This is an optimization exercise on Yosys and OpenROAD, whose aim is small area, a short achievable clock period and few clock cycles, not a production implementation.
The RTL was checked by simulation tests, not by an equivalence proof against the original design.

==> flow/design.v (excerpt) <==
module unet_dec (
    input  logic        clk,
    input  logic        rst,
    input  logic        wb_cyc,
    input  logic        wb_stb,
    input  logic        wb_we,
    input  logic [8:0]  wb_adr,
    input  logic [15:0] wb_dat_w,
    output logic        wb_ack,
    output logic [15:0] wb_dat_r
);
Size: about 22000 cells after synthesis, about 47 I/O pins.
Settings: LEC_CHECK=0, CAP_MARGIN=30, CORE_MARGIN=2, CORE_UTILIZATION=55, CTS_CLUSTER_DIAMETER=80, CTS_CLUSTER_SIZE=24, SETUP_SLACK_MARGIN=3.9, SLEW_MARGIN=20; clock period 8.0 ns.
run.sh (not shown) runs the stock make flow with config.mk's settings and CLKGATE_MAP_FILE= SYNTH_SCRIPT=/design/flow/synth_recipe.tcl, a recipe that flattens the netlist after the stock synthesis.
Testbench counts at the start, summed over its fixed seeds: cycles 11,928.
Then changed:
--- a/flow/design.v
+++ b/flow/design.v
@@ -3541,29 +3541,24 @@
     logic busy, done;
     assign req     = wb_cyc && wb_stb;
     assign wr_req  = req && wb_we;
     assign rd_req  = req && !wb_we;
     assign is_x    = wb_adr[8:5] == 4'b0010;
     assign is_s    = wb_adr[8:7] == 2'b01;
     assign is_wk   = wb_adr[8:7] == 2'b10 && wb_adr[6:0] < 7'd72;
     assign is_b    = wb_adr[8:1] == 8'ha4;     
     assign is_q    = is_x || is_s || is_wk;
     assign is_ctrl = wb_adr == 9'h000;
     assign wr_ok   = wok;
     assign wr_ack  = wr_req && wr_ok;
-    logic wq_v_d;
-    always_ff @(posedge clk or posedge rst) begin
-        if (rst) wq_v_d <= 1'b0;
-        else     wq_v_d <= wq_v;
-    end
     always_ff @(posedge clk or posedge rst) begin
         if (rst) begin
             wq_v <= 1'b0;
         end else if (wr_req && is_q && wr_ok) begin
             wq_v <= 1'b1;
         end else if (wq_go) begin
             wq_v <= 1'b0;
         end
     end
     always_ff @(posedge clk or posedge rst) begin
         logic [6:0] na;
         logic       nm, nv;
@@ -3622,25 +3617,25 @@
             end
         end
     end
     logic       pend;         
     logic       run;
     logic [6:0] k;            
     logic       start;
     logic       launch;
     logic       v1, ch1_r, last1_r;
     logic       v2, ch2_r, last2_r;
     logic       inj_r, last3_r;
     assign start  = wr_req && is_ctrl && wb_dat_w[0] && !busy;
-    assign launch = pend && !wq_v && !wq_v_d && t[0];
+    assign launch = pend && !wq_v && t[0];    
     always_ff @(posedge clk or posedge rst) begin
         if (rst) begin
             busy    <= 1'b0;
             done    <= 1'b0;
             pend    <= 1'b0;
             run     <= 1'b0;
             k       <= '0;
             v1      <= 1'b0;
             last1_r <= 1'b0;
             v2      <= 1'b0;
             last2_r <= 1'b0;
             inj_r   <= 1'b0;
@@ -3679,25 +3674,24 @@
         u      = t - 7'd16;
         un    <= u;
         r_top <= u[6:4] == 3'd0;
         r_bot <= u[6:4] == 3'd7;
         c_lft <= u[3:1] == 3'd0;
         c_rgt <= u[3:1] == 3'd7;
     end
     assign rn  = un[6:4];
     assign cn  = un[3:1];
     assign chn = un[0];
     logic [11:0]        ws [2][9];   
     logic [14:0]        we [2][4];   
-    logic signed [9:0]  esr [2][4];  
     logic [11:0]        nsb [2][2];  
     logic [15:0]        xb [4];      
     logic [3:0] xi [4];
     always_ff @(posedge clk) begin
         logic [6:0] uf;
         logic [2:0] rf, cf;
         logic [4:0] e0;
         int r0, c0;
         uf = t - 7'd16;               
         rf = uf[6:4];
         cf = uf[3:1];
         r0 = (int'(rf) - 1) >>> 1;
@@ -3736,48 +3730,41 @@
             ns[0] = chn ? 12'sd0 : {{4{bias[tr][7]}}, bias[tr]};
             ns[1] = 12'sd0;
             for (int kh = 0; kh < 3; kh++) begin
                 for (int kw = 0; kw < 3; kw++) begin
                     logic ok;
                     ok = !(kh == 0 && r_top) && !(kh == 2 && r_bot) &&
                          !(kw == 0 && c_lft) && !(kw == 2 && c_rgt);
                     wsel = tr == 0 ? wp1[18 * tr + 9 + kh * 3 + kw] : wp0[18 * tr + 9 + kh * 3 + kw];
                     wsel = ok ? wsel : 8'd0;
                     ws[tr][kh * 3 + kw] <= 12'(booth({{2{wsel[7]}}, wsel}, 4));
                     ns[(kh * 3 + kw) / 5] = ns[(kh * 3 + kw) / 5] +
                                             12'({wsel[7], 1'b0, wsel[5], 1'b0, wsel[3], 1'b0, wsel[1]});
+                    wx[kh][kw] = tr == 0 ? wp1[18 * tr + kh * 3 + kw] : wp0[18 * tr + kh * 3 + kw];
                 end
             end
             nsb[tr][0] <= ns[0];
             nsb[tr][1] <= ns[1];
-            for (int i = 0; i < 4; i++) begin
-                logic ok;
-                ok = !(i / 2 == 0 && r_top) && !(i / 2 == 1 && r_bot) &&
-                     !(i % 2 == 0 && c_lft) && !(i % 2 == 1 && c_rgt);
-                we[tr][i] <= booth(ok ? esr[tr][i] : 10'sd0, 5);
-            end
-            for (int kh = 0; kh < 3; kh++) begin
-                for (int kw = 0; kw < 3; kw++) begin
-                    wx[kh][kw] = tr == 0 ? wp0[18 * tr + kh * 3 + kw] : wp1[18 * tr + kh * 3 + kw];
-                end
-            end
             for (int dr = 0; dr < 2; dr++) begin
                 for (int dc = 0; dc < 2; dc++) begin
+                    logic ok;
                     a  = 2 * dr;
                     b  = 2 * dc;
-                    gr = (dr == 0) ? !t[4] : t[4];
-                    gc = (dc == 0) ? t[1] : !t[1];
+                    gr = (dr == 0) ? rn[0] : !rn[0];
+                    gc = (dc == 0) ? cn[0] : !cn[0];
                     es = 10'(wx[a][b]) + (gr ? 10'(wx[1][b]) : 10'sd0) +
                          (gc ? 10'(wx[a][1]) : 10'sd0) + ((gr && gc) ? 10'(wx[1][1]) : 10'sd0);
-                    esr[tr][dr * 2 + dc] <= es;
+                    ok = !(dr == 0 && r_top) && !(dr == 1 && r_bot) &&
+                         !(dc == 0 && c_lft) && !(dc == 1 && c_rgt);
+                    we[tr][dr * 2 + dc] <= booth(ok ? es : 10'sd0, 5);
                 end
             end
         end
         for (int i = 0; i < 4; i++) begin
             xb[i] <= xr[{xi[i], 1'b1}];
         end
     end
     logic [15:0] res [2];
     logic [15:0] rv [2];
     logic        rn_ [2];
     always_ff @(posedge clk) begin
         ch1_r <= t[0];
Result: The new run passed the timing, design-rule and antenna checks; global-route usage is higher by 2.3 points; via count grows by 1.6%; setup slack is worse by 0.023 ns; cell count goes down by 0.42%; worst hold slack improves by 0.037 ns.
Testbench counts after the change, summed over its fixed seeds: cycles 11,928.

separate check: timing with driven ports:
The flow's constraints put no driver on any port. The routed layouts listed below were extracted and timed again, unchanged, in two steps. Step 1 sets driving cells, clkbuf_16 on the clock port and buf_2 on the other inputs (assumed; they add their load-dependent delay and slew). Step 2 also shifts input and output timing later by t, the mid clock arrival at the registers, as if the neighbouring blocks saw the same clock. Slacks: ideal / step 1 / step 2; pairs: ideal / step 1.
| run | shift t [ns] | setup WS [ns] | latest minus earliest clock arrival (ns) |
|---|---|---|---|
| the first run | 1.145 | 3.675 / 3.675 / 3.070 | 0.116 / 0.116 |
| the second run | 1.181 | 3.651 / 3.651 / 3.383 | 0.155 / 0.154 |
After both steps every run listed still meets setup and hold. The setup slack of the first run, which loses most, moves by 0.000 ns with the drivers and by -0.605 ns with both steps.
